This is an optimization exercise on Yosys and OpenROAD, whose aim is small area, a short achievable clock period and few clock cycles per item, not a production implementation.
In this exercise RTL edits were held to simulation tests only and were not proved equivalent to the original.
Power and IR drop assume default switching activity.

==> flow/design.v (excerpt) <==
module running_mean_variance_stats (
    input  logic        aclk,
    input  logic        aresetn,
    input  logic        cfg_valid,
    output logic        cfg_ready,
    input  logic [47:0] cfg_data,
    input  logic        s_tvalid,
    output logic        s_tready,
    input  logic [31:0] s_tdata,    
    input  logic        s_tuser,    
    output logic        m_tvalid,
    input  logic        m_tready,
    output logic [119:0] m_tdata
);
    logic [31:0] n_reg, mean_reg;
    logic [63:0] s_reg;
    logic [47:0] busy_reg, total_reg;
    logic [31:0] sd_reg;           
    logic [16:0] util_reg;
    logic        pend_reg;         
    logic        stale_reg;        
    logic        xv_reg, xm_reg;
    logic [31:0] x_reg;
    logic        f_busy, f_neg, f_util;
    logic        f_hen, f_hsub;    
    logic [5:0]  f_cnt;
    logic [31:0] f_rem, f_nq, f_d1;
    logic [63:0] f_acc;
    logic        r_busy, r_kz;
    logic [4:0]  r_cnt;
    logic [31:0] r_k;
    logic [63:0] r_rem, r_q;
    logic        u_run, u_done, u_isbusy, u_bit, u_tz;
    logic [4:0]  u_cnt;
    logic [47:0] u_rem;
    logic [16:0] u_q;
    logic        p_v, p_busy;      
    logic        h_v, h_busy;      
    logic [16:0] h_val;
    logic s_fire, c_fire, m_fire;
    assign s_tready  = !xv_reg;
    assign cfg_ready = !xv_reg && !u_run && !p_v;
    assign m_tvalid  = pend_reg && !r_busy;
    assign m_tdata   = {7'd0, util_reg, sd_reg, mean_reg, n_reg};
    assign s_fire = s_tvalid && s_tready;
    assign c_fire = cfg_valid && cfg_ready;
    assign m_fire = m_tvalid && m_tready;
  ...
Size in the first run: ~6100 cells after synthesis, roughly 740 flip-flops, about 210 I/O pins.
export LEC_CHECK = 0
export CAP_MARGIN = 20
export CORE_MARGIN = 2
export CORE_UTILIZATION = 40
export CTS_BUF_LIST = sky130_fd_sc_hd__clkbuf_16
export CTS_CLUSTER_DIAMETER = 100
export CTS_CLUSTER_SIZE = 28
export SETUP_SLACK_MARGIN = 5
export SLEW_MARGIN = 20
create_clock -name core_clock -period 10.0 [get_ports {aclk}]
run.sh (not shown) runs the stock make flow with config.mk's settings and CLKGATE_MAP_FILE= SYNTH_SCRIPT=/design/flow/synth_recipe.tcl, a recipe that flattens the netlist after the stock synthesis.
The starting point ran to the end with no violations.
Testbench counts at the start, summed over its fixed seeds: cycles 48,282, items 2,048.
Rerun with:
==> flow/flow/run.sh (new file) <==
#!/bin/bash
set -euo pipefail
bash standard.sh SETUP_SLACK_MARGIN=5.5 finish > standard.log 2>&1
==> flow/standard.sh (new file) <==
#!/bin/bash
# synth_recipe.tcl (not shown) runs the flow's synth.tcl, then flattens the netlist and writes it again
# the make line also repeats each setting of config.mk as NAME=value (left out here)
make -C /OpenROAD-flow-scripts/flow DESIGN_CONFIG=/design/flow/config.mk WORK_HOME=/design/flow/orfs CLKGATE_MAP_FILE= SYNTH_SCRIPT=/design/flow/synth_recipe.tcl "${@:-finish}"
- CTS_BUF_LIST: sky130_fd_sc_hd__clkbuf_16 -> default
- CTS_CLUSTER_DIAMETER: 100 -> default
- CTS_CLUSTER_SIZE: 28 -> default
- SETUP_SLACK_MARGIN: 5 -> default
removed: flow/run.sh
After rerunning: The changed run produced a clean layout. Design area is higher by 7.8%. Wire length is higher by 7.1%. Flip-flop and latch count does not change. Setup slack improved by 0.16 ns. Count of clock-buffer cells in the layout is higher by 77. Sequential power barely changes. Synthesized area stays the same. Sequential share of layout area is lower by 2.2 points. Clock skew is lower by 0.046 ns. Clock power is higher by 64%.

* * *

== v33 ==
running_mean_variance_stats again, from the RTL that the note above started with.
Settings: LEC_CHECK=0, CAP_MARGIN=20, CORE_MARGIN=2, CORE_UTILIZATION=40, CTS_BUF_LIST=sky130_fd_sc_hd__clkbuf_16, CTS_CLUSTER_DIAMETER=100, CTS_CLUSTER_SIZE=24, SETUP_SLACK_MARGIN=5, SLEW_MARGIN=20; clock period 10.0 ns.
Stock flow here: none of the scripts above is used.
v33 reached the end of the flow, and the finished layout is clean on the timing, design-rule and antenna checks.
Testbench counts of v33, summed over its fixed seeds: cycles 48,282, items 2,048.
Inputs modified between v33 and v43:
Settings: CTS_CLUSTER_DIAMETER: 100 -> unset; CTS_BUF_LIST: sky130_fd_sc_hd__clkbuf_16 -> unset; CTS_CLUSTER_SIZE: 24 -> unset.
==> comparison <==
Synthesized cell area essentially unchanged between v43 and v33. Min global-route usage across v33 and v43: v33. STATUS power spent charging and discharging nets: v43 loses against v33. On total power per unit cell area: v43 sits above v33. After detailed routing, v33 needs less wire than v43. Changes observed in v43 relative to v33: adder-cell area share of the yosys netlist stayed essentially flat; final cell count +85; global-route wire length before repair shows an increase of 0.61%; first-pass detailed-route iteration total now larger; number of standard-cell rows in the floorplan comparable. When v43 is measured against v33, its fraction of power consumed by combinational cells turns out 5.3 points lower.
Input changes introduced in v13 (baseline for comparison: v43):
Settings: putting CTS_CLUSTER_DIAMETER at 100 where nothing was set; putting CTS_CLUSTER_SIZE at 20 where nothing was set; putting CTS_BUF_LIST at sky130_fd_sc_hd__clkbuf_16 where nothing was set.
==> comparison <==
- v43 → v13: signed area change from the synthesized netlist to the final layout -3.2 points; iteration-0 DRC count of the detailed router rose by 3.1%; via count shows a reduction of about 0.56%; final standard cell area without fillers shrank by about 2.8%; cell count after synthesis about even.
- On utilization, the lower figure sits with v13, not v43.
- v13 reports a lower power share of the clock group than v43 does.
- Compared with v43, v13 shows a clock period minus worst slack that is 0.014 ns lower.
- In the metrics for v43 and v13, the one carrying the higher slew of the pin with the lowest slew margin is v43.
Relative to v13, the following input files were edited for v56:
Settings: putting PLACE_DENSITY at 0.75 where nothing was set; swapping 20 for 24 in CTS_CLUSTER_SIZE.
Results
Global-route usage was higher in v13 than in v56.
The post-layout minimum cycle time of v56 exceeds that of v13 by 0.040 ns.
The post-CTS clock slew at the launch and capture registers of the worst setup and hold paths on v56 is in line with that on v13.
In v56, the fmax came out about 0.8% below the value in v13.
Design area: v56 > v13
Relative to v56, the following input files were edited for v11:
Settings: removing PLACE_DENSITY (formerly 0.75); removing CTS_CLUSTER_DIAMETER (formerly 100); changing CTS_BUF_LIST from sky130_fd_sc_hd__clkbuf_16 to sky130_fd_sc_hd__clkbuf_8.
==> run summary <==
Power of the combinational group for v11: about 0.9% down relative to v56. Register-to-register slack for v11 is higher than for v56. Taking v56 as the reference, in v11 net switching power up about 3.6%; final worst setup slack has increased; average routed wire per standard cell grew by 0.28 um; met1 layer usage reported by global route picked up an extra 2.6 points; power share of the sequential group shrank by 1.5 points.

## what the ideal ports hide
Ports are ideal in the flow. The routed layouts listed here were re-timed in OpenROAD.
Step 1 assumes that a clkbuf_16 drives the clock port and a buf_2 every other input.
Step 2 also shifts input and output timing later by t, the mid clock arrival at the registers, as if the neighbouring blocks saw the same clock.
Slacks: ideal / step 1 / step 2; pairs: ideal / step 1.
| run | t (ns) | slack for setup (ns) | hold WS [ns] | slew at the worst register clock pin (ns) | worst slew at a driven data input, ns |
|---|---|---|---|---|---|
| the first run of note 1 | 0.728 | 5.099 / 5.099 / 4.876 | 0.452 / 0.452 / 0.452 | 0.12 / 0.12 | 0.05 |
| the second run of note 1 | 0.777 | 5.262 / 5.262 / 4.987 | 0.440 / 0.440 / 0.440 | 0.07 / 0.07 | 0.09 |
| v33 | 0.740 | 5.195 / 5.195 / 4.907 | 0.449 / 0.449 / 0.449 | 0.11 / 0.11 | 0.05 |
| v43 | 0.788 | 5.105 / 5.105 / 4.866 | 0.439 / 0.439 / 0.439 | 0.07 / 0.07 | 0.05 |
| v13 | 0.740 | 5.118 / 5.118 / 4.887 | 0.445 / 0.445 / 0.445 | 0.10 / 0.10 | 0.05 |
| v56 | 0.732 | 5.078 / 5.078 / 5.007 | 0.441 / 0.441 / 0.441 | 0.11 / 0.11 | 0.05 |
| v11 | 0.917 | 5.122 / 5.122 / 4.883 | 0.436 / 0.436 / 0.436 | 0.07 / 0.07 | 0.05 |
After both steps setup and hold are still met in every run listed. For v33, which loses most, drivers alone change the setup slack by 0.000 ns; drivers and shift together by -0.288 ns.
